What follows belongs to an exercise in optimizing a design on an open flow for small area; a production flow would make more cautious choices.
In this exercise RTL edits were held to simulation tests only and were not proved equivalent to the original.
Power figures rest on the tool's default switching activity, not on a simulated workload.

blue:
## data_mem_cas
module data_mem_cas (
  input  logic        clk,
  input  logic        rst_n,
  input  logic        rd_en,
  input  logic [4:0]  rd_addr,
  output logic [31:0] rd_data,
  output logic        rd_valid,
  input  logic        wr_en,
  input  logic [4:0]  wr_addr,
  input  logic [3:0]  wr_be,
  input  logic [31:0] wr_data,
  input  logic        cas_en,
  input  logic [4:0]  cas_addr,
  output logic        cas_done,
  output logic        cas_swapped,
  output logic        cas_err,
  output logic        busy
);
For scale: about 3500 cells after synthesis, roughly 93 I/O pins, about 0.040 sq mm of cells after synthesis.
==> flow/config.mk <==
export PLATFORM = sky130hd
export DESIGN_NAME = data_mem_cas
export DESIGN_NICKNAME = data_mem_cas
export VERILOG_FILES = /design/flow/design.v
export SDC_FILE = /design/flow/constraint.sdc
export NUM_CORES = 4
export LEC_CHECK = 0
export CAP_MARGIN = 20
export CORE_MARGIN = 2
export CORE_UTILIZATION = 65
export CTS_BUF_LIST = sky130_fd_sc_hd__clkbuf_8
export CTS_CLUSTER_DIAMETER = 80
export CTS_CLUSTER_SIZE = 16
export GPL_TIMING_DRIVEN = 0
export PLACE_DENSITY = 0.76
export SETUP_SLACK_MARGIN = 0.2
export SLEW_MARGIN = 20
export SYNTH_HIERARCHICAL = 1
export SYNTH_MINIMUM_KEEP_SIZE = 0
==> flow/constraint.sdc <==
create_clock -name core_clock -period 5.0 [get_ports {clk}]
set_input_delay 1.0000 -clock core_clock [delete_from_list [all_inputs] [get_ports {clk}]]
set_output_delay 1.0000 -clock core_clock [all_outputs]
set_load 0.01 [all_outputs]
standard.sh (not shown) runs the stock make flow with config.mk's settings and CLKGATE_MAP_FILE= SYNTH_SCRIPT=/design/flow/synth_recipe.tcl, a recipe that flattens the netlist after the stock synthesis.
==> flow/flow/run.sh <==
#!/bin/bash
set -o pipefail
cp standard.sh standard_sh.txt
export BUFFER_PORTS_ARGS="-buffer_cell sky130_fd_sc_hd__buf_1"
bash standard.sh > standard.log 2>&1
Changes in purple relative to blue:
--- a/flow/design.v
+++ b/flow/design.v
@@ -87,54 +87,49 @@
       rs_o[b] = rd_accept && !(rd_byp && wr_be[b]) && x[0];
     end
   end
   generate
     for (genvar i = 0; i < 32; i++) begin : g_rd
       logic t_n, o_n;
       aoi222 u_t (.a1(rs_h[i/8]), .a2(rd_data_reg[i]), .b1(rs_w[i/8]), .b2(wr_data[i]),
                   .c1(rs_e[i/8]), .c2(ev[i]), .y(t_n));
       nand2 u_o (.a(rs_o[i/8]), .b(od[i]), .y(o_n));
       nand2 u_d (.a(t_n), .b(o_n), .y(rd_next[i]));
     end
   endgenerate
-  logic [7:0] ng_reg, nl_reg;
-  logic [3:0] bg, bl;
+  logic [3:0] bg_reg, bl_reg;
   logic       w_gt, w_lt;
   always_ff @(posedge clk) begin
-    for (int n = 0; n < 8; n++) begin
-      ng_reg[n] <= ev[n*4 +: 4] > od[n*4 +: 4];
-      nl_reg[n] <= ev[n*4 +: 4] < od[n*4 +: 4];
-    end
-  end
-  always_comb begin
     for (int b = 0; b < 4; b++) begin
-      bg[b] = ng_reg[2*b+1] | !nl_reg[2*b+1] & ng_reg[2*b];
-      bl[b] = nl_reg[2*b+1] | !ng_reg[2*b+1] & nl_reg[2*b];
-    end
-  end
-  assign w_gt = bg[3] | !bl[3] & (bg[2] | !bl[2] & (bg[1] | !bl[1] & bg[0]));
-  assign w_lt = bl[3] | !bg[3] & (bl[2] | !bg[2] & (bl[1] | !bg[1] & bl[0]));
+      bg_reg[b] <= ev[b*8 +: 8] > od[b*8 +: 8];
+      bl_reg[b] <= ev[b*8 +: 8] < od[b*8 +: 8];
+    end
+  end
+  assign w_gt = bg_reg[3] | !bl_reg[3] & (bg_reg[2] | !bl_reg[2] & (bg_reg[1] | !bl_reg[1] & bg_reg[0]));
+  assign w_lt = bl_reg[3] | !bg_reg[3] & (bl_reg[2] | !bg_reg[2] & (bl_reg[1] | !bg_reg[1] & bl_reg[0]));
   assign gt   = cnt_reg[0] ? w_lt : w_gt;
   assign swap = cas2 && gt;
   assign bus_e = idle ? wr_data : od;
   assign bus_o = idle ? wr_data : ev;
   logic [31:0] wd;
   always_comb begin
     for (int k = 0; k < 32; k++) wd[k] = wr_accept && (wr_addr == 5'(k));
   end
+  logic clr_we;
+  assign clr_we = clear && rst_n;
   generate
     for (genvar j = 0; j < 16; j++) begin : g_row
       logic sw_e, sw_o;
-      assign sw_e = clear || (swap && sel_e[j]);
-      assign sw_o = clear || (swap && sel_o[j]);
+      assign sw_e = clr_we || (swap && sel_e[j]);
+      assign sw_o = clr_we || (swap && sel_o[j]);
       for (genvar b = 0; b < 4; b++) begin : g_byte
         logic we_e, we_o, wen_e, wen_o;
         logic [7:0] d_e, d_o;
         oai21 u_we_e  (.a1(!wr_be[b]), .a2(!wd[2*j]),   .b1(!sw_e), .y(we_e));
         oai21 u_we_o  (.a1(!wr_be[b]), .a2(!wd[2*j+1]), .b1(!sw_o), .y(we_o));
         inv1  u_wen_e (.a(we_e), .y(wen_e));
         inv1  u_wen_o (.a(we_o), .y(wen_o));
         for (genvar i = 0; i < 8; i++) begin : g_bit
           ao22 u_e (.a1(we_e), .a2(bus_e[b*8+i]), .b1(wen_e), .b2(mem_e[j][b*8+i]), .x(d_e[i]));
           ao22 u_o (.a1(we_o), .a2(bus_o[b*8+i]), .b1(wen_o), .b2(mem_o[j][b*8+i]), .x(d_o[i]));
         end
         always_ff @(posedge clk) begin
## What came out
Compared to blue, purple has switching share of power 3.0 points lower. Compared with blue, purple shows a number of standard cells after synthesis that is 0.55% lower. Side by side, final estimated routing congestion in global placement turned out lower in purple than in blue. Number of input and output port buffers inserted, purple and blue: larger value in blue. Taking blue as the reference point, the count of clock-buffer cells in the layout of purple rises by 1. In terms of portion of netlist area occupied by mux cells, purple and blue differ only marginally. Area added between synthesis and finish delta (purple -> blue): insignificant. Met3 track demand over resource | purple below blue. purple against blue: core utilization of the finished layout fell by 0.16 points; clock network fraction of design power rose 0.4 points; post-layout total power lower; post-synthesis instance area decreased by about 0.64% relative to the old numbers. blue was routed with more vias than purple.

========
## nickel
The RTL this note starts from:
==> flow/design.v <==
module data_mem_cas (
  input  logic        clk,
  input  logic        rst_n,
  input  logic        rd_en,
  input  logic [4:0]  rd_addr,
  output logic [31:0] rd_data,
  output logic        rd_valid,
  input  logic        wr_en,
  input  logic [4:0]  wr_addr,
  input  logic [3:0]  wr_be,
  input  logic [31:0] wr_data,
  input  logic        cas_en,
  input  logic [4:0]  cas_addr,
  output logic        cas_done,
  output logic        cas_swapped,
  output logic        cas_err,
  output logic        busy
);
  localparam logic [1:0] IDLE = 2'b00, CLEAR = 2'b01, CAS1 = 2'b10, CAS2 = 2'b11;
  logic [1:0]  state_reg;
  logic [4:0]  cnt_reg;        
  logic        fin_reg;        
  logic        err_reg;
  logic        rd_valid_reg;
  logic [31:0] rd_data_reg;
  logic        idle, clear, cas1, cas2, cas;
  logic        rd_accept, wr_accept, cas_legal;
  logic [4:0]  x;
  logic [15:0] sel_e, sel_o;
  logic [31:0] mem_e [16];
  logic [31:0] mem_o [16];
  logic [31:0] ev, od, rd_word, rd_merged;
  logic [31:0] bus_e, bus_o;
  logic        gt, swap;
  assign idle      = (state_reg == IDLE);
  assign clear     = (state_reg == CLEAR);
  assign cas1      = (state_reg == CAS1);
  assign cas2      = (state_reg == CAS2);
  assign cas       = cas1 || cas2;
  assign cas_legal = (cas_addr != 5'd31);
  assign rd_accept = idle && rd_en && !cas_en;
  assign wr_accept = idle && wr_en && !cas_en;
  assign x  = cas ? cnt_reg : rd_addr;
  logic [3:0] pl, ph;
  logic [15:0] rd_row;
  always_comb begin
    for (int i = 0; i < 4; i++) begin
      pl[i] = (x[2:1] == 2'(i));
      ph[i] = !clear && (x[4:3] == 2'(i));
    end
    for (int j = 0; j < 16; j++) rd_row[j] = ph[j/4] && pl[j%4];
    for (int j = 0; j < 16; j++) begin
      sel_o[j] = rd_row[j];
      sel_e[j] = x[0] ? ((j != 0) ? rd_row[(j+15) % 16] : 1'b0) : rd_row[j];
    end
  end
  logic [31:0] ge_n [5];
  logic [31:0] go_n [5];
  generate
    for (genvar g = 0; g < 5; g++) begin : g_grp
      for (genvar i = 0; i < 32; i++) begin : g_bit
        aoi222 u_e (.a1(sel_e[3*g]),   .a2(mem_e[3*g][i]),
                    .b1(sel_e[3*g+1]), .b2(mem_e[3*g+1][i]),
                    .c1(sel_e[3*g+2]), .c2(mem_e[3*g+2][i]), .y(ge_n[g][i]));
        aoi222 u_o (.a1(sel_o[3*g]),   .a2(mem_o[3*g][i]),
                    .b1(sel_o[3*g+1]), .b2(mem_o[3*g+1][i]),
                    .c1(sel_o[3*g+2]), .c2(mem_o[3*g+2][i]), .y(go_n[g][i]));
      end
    end
  endgenerate
  generate
    for (genvar i = 0; i < 32; i++) begin : g_comb
      rd_comb u_e (.g0(ge_n[0][i]), .g1(ge_n[1][i]), .g2(ge_n[2][i]), .g3(ge_n[3][i]),
                   .g4(ge_n[4][i]), .s(sel_e[15]), .m(mem_e[15][i]), .y(ev[i]));
      rd_comb u_o (.g0(go_n[0][i]), .g1(go_n[1][i]), .g2(go_n[2][i]), .g3(go_n[3][i]),
                   .g4(go_n[4][i]), .s(sel_o[15]), .m(mem_o[15][i]), .y(od[i]));
    end
  endgenerate
  assign rd_word = x[0] ? od : ev;
  always_comb begin
    for (int b = 0; b < 4; b++)
      rd_merged[b*8 +: 8] = (wr_accept && wr_be[b] && (wr_addr == rd_addr)) ? wr_data[b*8 +: 8]
                                                                            : rd_word[b*8 +: 8];
  end
  logic [7:0] ng_reg, nl_reg;
  logic [3:0] bg, bl;
  logic       w_gt, w_lt;
  always_ff @(posedge clk) begin
    for (int n = 0; n < 8; n++) begin
      ng_reg[n] <= ev[n*4 +: 4] > od[n*4 +: 4];
      nl_reg[n] <= ev[n*4 +: 4] < od[n*4 +: 4];
    end
  end
  always_comb begin
    for (int b = 0; b < 4; b++) begin
      bg[b] = ng_reg[2*b+1] | !nl_reg[2*b+1] & ng_reg[2*b];
      bl[b] = nl_reg[2*b+1] | !ng_reg[2*b+1] & nl_reg[2*b];
    end
  end
  assign w_gt = bg[3] | !bl[3] & (bg[2] | !bl[2] & (bg[1] | !bl[1] & bg[0]));
  assign w_lt = bl[3] | !bg[3] & (bl[2] | !bg[2] & (bl[1] | !bg[1] & bl[0]));
  assign gt   = cnt_reg[0] ? w_lt : w_gt;
  assign swap = cas2 && gt;
  assign bus_e = idle ? wr_data : od;
  assign bus_o = idle ? wr_data : ev;
  logic [31:0] wd;
  always_comb begin
    for (int k = 0; k < 32; k++) wd[k] = wr_accept && (wr_addr == 5'(k));
  end
  generate
    for (genvar j = 0; j < 16; j++) begin : g_row
      logic sw_e, sw_o;
      assign sw_e = clear || (swap && sel_e[j]);
      assign sw_o = clear || (swap && sel_o[j]);
      for (genvar b = 0; b < 4; b++) begin : g_byte
        logic we_e, we_o, wen_e, wen_o;
        logic [7:0] d_e, d_o;
        oai21 u_we_e  (.a1(!wr_be[b]), .a2(!wd[2*j]),   .b1(!sw_e), .y(we_e));
        oai21 u_we_o  (.a1(!wr_be[b]), .a2(!wd[2*j+1]), .b1(!sw_o), .y(we_o));
        inv1  u_wen_e (.a(we_e), .y(wen_e));
        inv1  u_wen_o (.a(we_o), .y(wen_o));
        for (genvar i = 0; i < 8; i++) begin : g_bit
          ao22 u_e (.a1(we_e), .a2(bus_e[b*8+i]), .b1(wen_e), .b2(mem_e[j][b*8+i]), .x(d_e[i]));
          ao22 u_o (.a1(we_o), .a2(bus_o[b*8+i]), .b1(wen_o), .b2(mem_o[j][b*8+i]), .x(d_o[i]));
        end
        always_ff @(posedge clk) begin
          mem_e[j][b*8 +: 8] <= d_e;
          mem_o[j][b*8 +: 8] <= d_o;
        end
      end
    end
  endgenerate
  always_ff @(posedge clk or negedge rst_n) begin
    if (!rst_n) begin
      state_reg    <= CLEAR;
      cnt_reg      <= '0;
      fin_reg      <= 1'b0;
      err_reg      <= 1'b0;
      rd_valid_reg <= 1'b0;
      rd_data_reg  <= '0;
    end else begin
      fin_reg      <= (state_reg == CAS2);
      err_reg      <= idle && cas_en && !cas_legal;
      rd_valid_reg <= rd_accept;
      if (rd_accept) rd_data_reg <= rd_merged;
      case (state_reg)
        CLEAR: begin
          cnt_reg <= cnt_reg + 5'd1;
          if (cnt_reg == 5'd31) state_reg <= IDLE;
        end
        IDLE: begin
          if (cas_en && cas_legal) begin
            cnt_reg   <= cas_addr;
            state_reg <= CAS1;
          end
        end
        CAS1:    state_reg <= CAS2;
        default: state_reg <= IDLE;
      endcase
    end
  end
  assign rd_data     = rd_data_reg;
  assign rd_valid    = rd_valid_reg;
  assign cas_done    = fin_reg || err_reg;
  assign cas_swapped = fin_reg && gt;    
  assign cas_err     = err_reg;
  assign busy        = (state_reg != IDLE);
endmodule
module ao22 (
  input  logic a1, a2, b1, b2,
  output logic x
);
  assign x = (a1 & a2) | (b1 & b2);
endmodule
module aoi222 (
  input  logic a1, a2, b1, b2, c1, c2,
  output logic y
);
  assign y = ~((a1 & a2) | (b1 & b2) | (c1 & c2));
endmodule
module oai21 (
  input  logic a1, a2, b1,
  output logic y
);
  assign y = ~((a1 | a2) & b1);
endmodule
module inv1 (
  input  logic a,
  output logic y
);
  assign y = ~a;
endmodule
module rd_comb (
  input  logic g0, g1, g2, g3, g4, s, m,
  output logic y
);
  assign y = ~(g0 & g1 & g2 & g3 & g4) | (s & m);
endmodule
module cmp32 (
  input  logic [31:0] a,
  input  logic [31:0] b,
  output logic        gt,
  output logic        lt
);
  logic [31:0] g0, l0;
  logic [15:0] g1, l1;
  logic [7:0]  g2, l2;
  logic [3:0]  g3, l3;
  logic [1:0]  g4, l4;
  assign g0 = a & ~b;
  assign l0 = ~a & b;
  always_comb begin
    for (int i = 0; i < 16; i++) begin
      g1[i] = g0[2*i+1] | (~l0[2*i+1] & g0[2*i]);
      l1[i] = l0[2*i+1] | (~g0[2*i+1] & l0[2*i]);
    end
    for (int i = 0; i < 8; i++) begin
      g2[i] = g1[2*i+1] | (~l1[2*i+1] & g1[2*i]);
      l2[i] = l1[2*i+1] | (~g1[2*i+1] & l1[2*i]);
    end
    for (int i = 0; i < 4; i++) begin
      g3[i] = g2[2*i+1] | (~l2[2*i+1] & g2[2*i]);
      l3[i] = l2[2*i+1] | (~g2[2*i+1] & l2[2*i]);
    end
    for (int i = 0; i < 2; i++) begin
      g4[i] = g3[2*i+1] | (~l3[2*i+1] & g3[2*i]);
      l4[i] = l3[2*i+1] | (~g3[2*i+1] & l3[2*i]);
    end
  end
  assign gt = g4[1] | (~l4[1] & g4[0]);
  assign lt = l4[1] | (~g4[1] & l4[0]);
endmodule
clock: 5.0 ns
lec_check: 0
cap_margin: 20
core_margin: 2
core_utilization: 65
cts_buf_list: sky130_fd_sc_hd__clkbuf_8
cts_cluster_diameter: 80
cts_cluster_size: 16
gpl_timing_driven: 0
place_density: 0.76
setup_slack_margin: 0.2
slew_margin: 20
synth_hierarchical: 1
synth_minimum_keep_size: 0
Scripts as last shown in full above: flow/flow/run.sh
Here is what was changed in the inputs of willow compared with nickel.
diff --git a/flow/design.v b/flow/design.v
--- a/flow/design.v
+++ b/flow/design.v
@@ -30,5 +30,5 @@
   logic [31:0] mem_e [16];
   logic [31:0] mem_o [16];
-  logic [31:0] ev, od, rd_word, rd_merged;
+  logic [31:0] ev, od, rd_next;
   logic [31:0] bus_e, bus_o;
   logic        gt, swap;
@@ -77,27 +77,34 @@
     end
   endgenerate
-  assign rd_word = x[0] ? od : ev;
-  always_comb begin
-    for (int b = 0; b < 4; b++)
-      rd_merged[b*8 +: 8] = (wr_accept && wr_be[b] && (wr_addr == rd_addr)) ? wr_data[b*8 +: 8]
-                                                                            : rd_word[b*8 +: 8];
-  end
-  logic [7:0] ng_reg, nl_reg;
-  logic [3:0] bg, bl;
+  logic       rd_byp;
+  logic [3:0] rs_h, rs_w, rs_e, rs_o;
+  assign rd_byp = wr_accept && (wr_addr == rd_addr);
+  always_comb begin
+    for (int b = 0; b < 4; b++) begin
+      rs_h[b] = !rd_accept;
+      rs_w[b] = rd_accept && rd_byp && wr_be[b];
+      rs_e[b] = rd_accept && !(rd_byp && wr_be[b]) && !x[0];
+      rs_o[b] = rd_accept && !(rd_byp && wr_be[b]) && x[0];
+    end
+  end
+  generate
+    for (genvar i = 0; i < 32; i++) begin : g_rd
+      logic t_n, o_n;
+      aoi222 u_t (.a1(rs_h[i/8]), .a2(rd_data_reg[i]), .b1(rs_w[i/8]), .b2(wr_data[i]),
+                  .c1(rs_e[i/8]), .c2(ev[i]), .y(t_n));
+      nand2 u_o (.a(rs_o[i/8]), .b(od[i]), .y(o_n));
+      nand2 u_d (.a(t_n), .b(o_n), .y(rd_next[i]));
+    end
+  endgenerate
+  logic [3:0] bg_reg, bl_reg;
   logic       w_gt, w_lt;
   always_ff @(posedge clk) begin
-    for (int n = 0; n < 8; n++) begin
-      ng_reg[n] <= ev[n*4 +: 4] > od[n*4 +: 4];
-      nl_reg[n] <= ev[n*4 +: 4] < od[n*4 +: 4];
-    end
-  end
-  always_comb begin
     for (int b = 0; b < 4; b++) begin
-      bg[b] = ng_reg[2*b+1] | !nl_reg[2*b+1] & ng_reg[2*b];
-      bl[b] = nl_reg[2*b+1] | !ng_reg[2*b+1] & nl_reg[2*b];
-    end
-  end
-  assign w_gt = bg[3] | !bl[3] & (bg[2] | !bl[2] & (bg[1] | !bl[1] & bg[0]));
-  assign w_lt = bl[3] | !bg[3] & (bl[2] | !bg[2] & (bl[1] | !bg[1] & bl[0]));
+      bg_reg[b] <= ev[b*8 +: 8] > od[b*8 +: 8];
+      bl_reg[b] <= ev[b*8 +: 8] < od[b*8 +: 8];
+    end
+  end
+  assign w_gt = bg_reg[3] | !bl_reg[3] & (bg_reg[2] | !bl_reg[2] & (bg_reg[1] | !bl_reg[1] & bg_reg[0]));
+  assign w_lt = bl_reg[3] | !bg_reg[3] & (bl_reg[2] | !bg_reg[2] & (bl_reg[1] | !bg_reg[1] & bl_reg[0]));
   assign gt   = cnt_reg[0] ? w_lt : w_gt;
   assign swap = cas2 && gt;
@@ -143,5 +150,5 @@
       err_reg      <= idle && cas_en && !cas_legal;
       rd_valid_reg <= rd_accept;
-      if (rd_accept) rd_data_reg <= rd_merged;
+      rd_data_reg  <= rd_next;
       case (state_reg)
         CLEAR: begin
@@ -231,2 +238,8 @@
   assign lt = l4[1] | (~g4[1] & l4[0]);
 endmodule
+module nand2 (
+  input  logic a, b,
+  output logic y
+);
+  assign y = ~(a & b);
+endmodule
Results
- Taking nickel as the reference, in willow worst setup slack now smaller; worst hold slack fell 0.016 ns; sequential fraction of total cell area shows an increase of 0.35 points; area share of and/or/nand/nor cells after synthesis flat; final clock period utilization by the worst path went up by 1.1 points.
- Routed wire length: willow < nickel
- Buffers inserted during post-CTS setup optimization: nickel and willow compared, lower one is willow
- nickel → willow: power per cell area shows a reduction of about 3.7%; synthesized area saw a decrease.

-- separate check: timing with driven ports --
In the flow no input, the clock included, has a driving cell. The finished layouts below were timed again as built, in two steps. Step 1 sets driving cells, clkbuf_16 on the clock port and buf_2 on the other inputs (assumed; they add their load-dependent delay and slew). Step 2 moves the port delays by t, midway between the first and last clock arrival at a register: inputs arrive t later, outputs are due t later. That takes back most of the time a late clock gives input paths. Three values: no drivers, after step 1, after step 2; two values: the first two.
| run | shift t [ns] | setup WS [ns] | worst hold slack (ns) | slew at the worst register clock pin (ns) |
|---|---|---|---|---|
| blue | 0.775 | 0.346 / 0.380 / -0.395 | 0.189 / 0.154 / 0.477 | 0.11 / 0.11 |
| purple | 0.776 | 0.399 / 0.366 / -0.410 | 0.192 / 0.152 / 0.476 | 0.12 / 0.12 |
| nickel | 0.761 | 0.377 / 0.377 / -0.207 | 0.209 / 0.178 / 0.478 | 0.11 / 0.11 |
| willow | 0.776 | 0.321 / 0.321 / -0.407 | 0.192 / 0.147 / 0.477 | 0.11 / 0.11 |
Met with ideal ports but missed after step 2: setup timing in every run listed. The setup slack of purple, which loses most, moves by -0.033 ns with the drivers and by -0.809 ns with both steps.
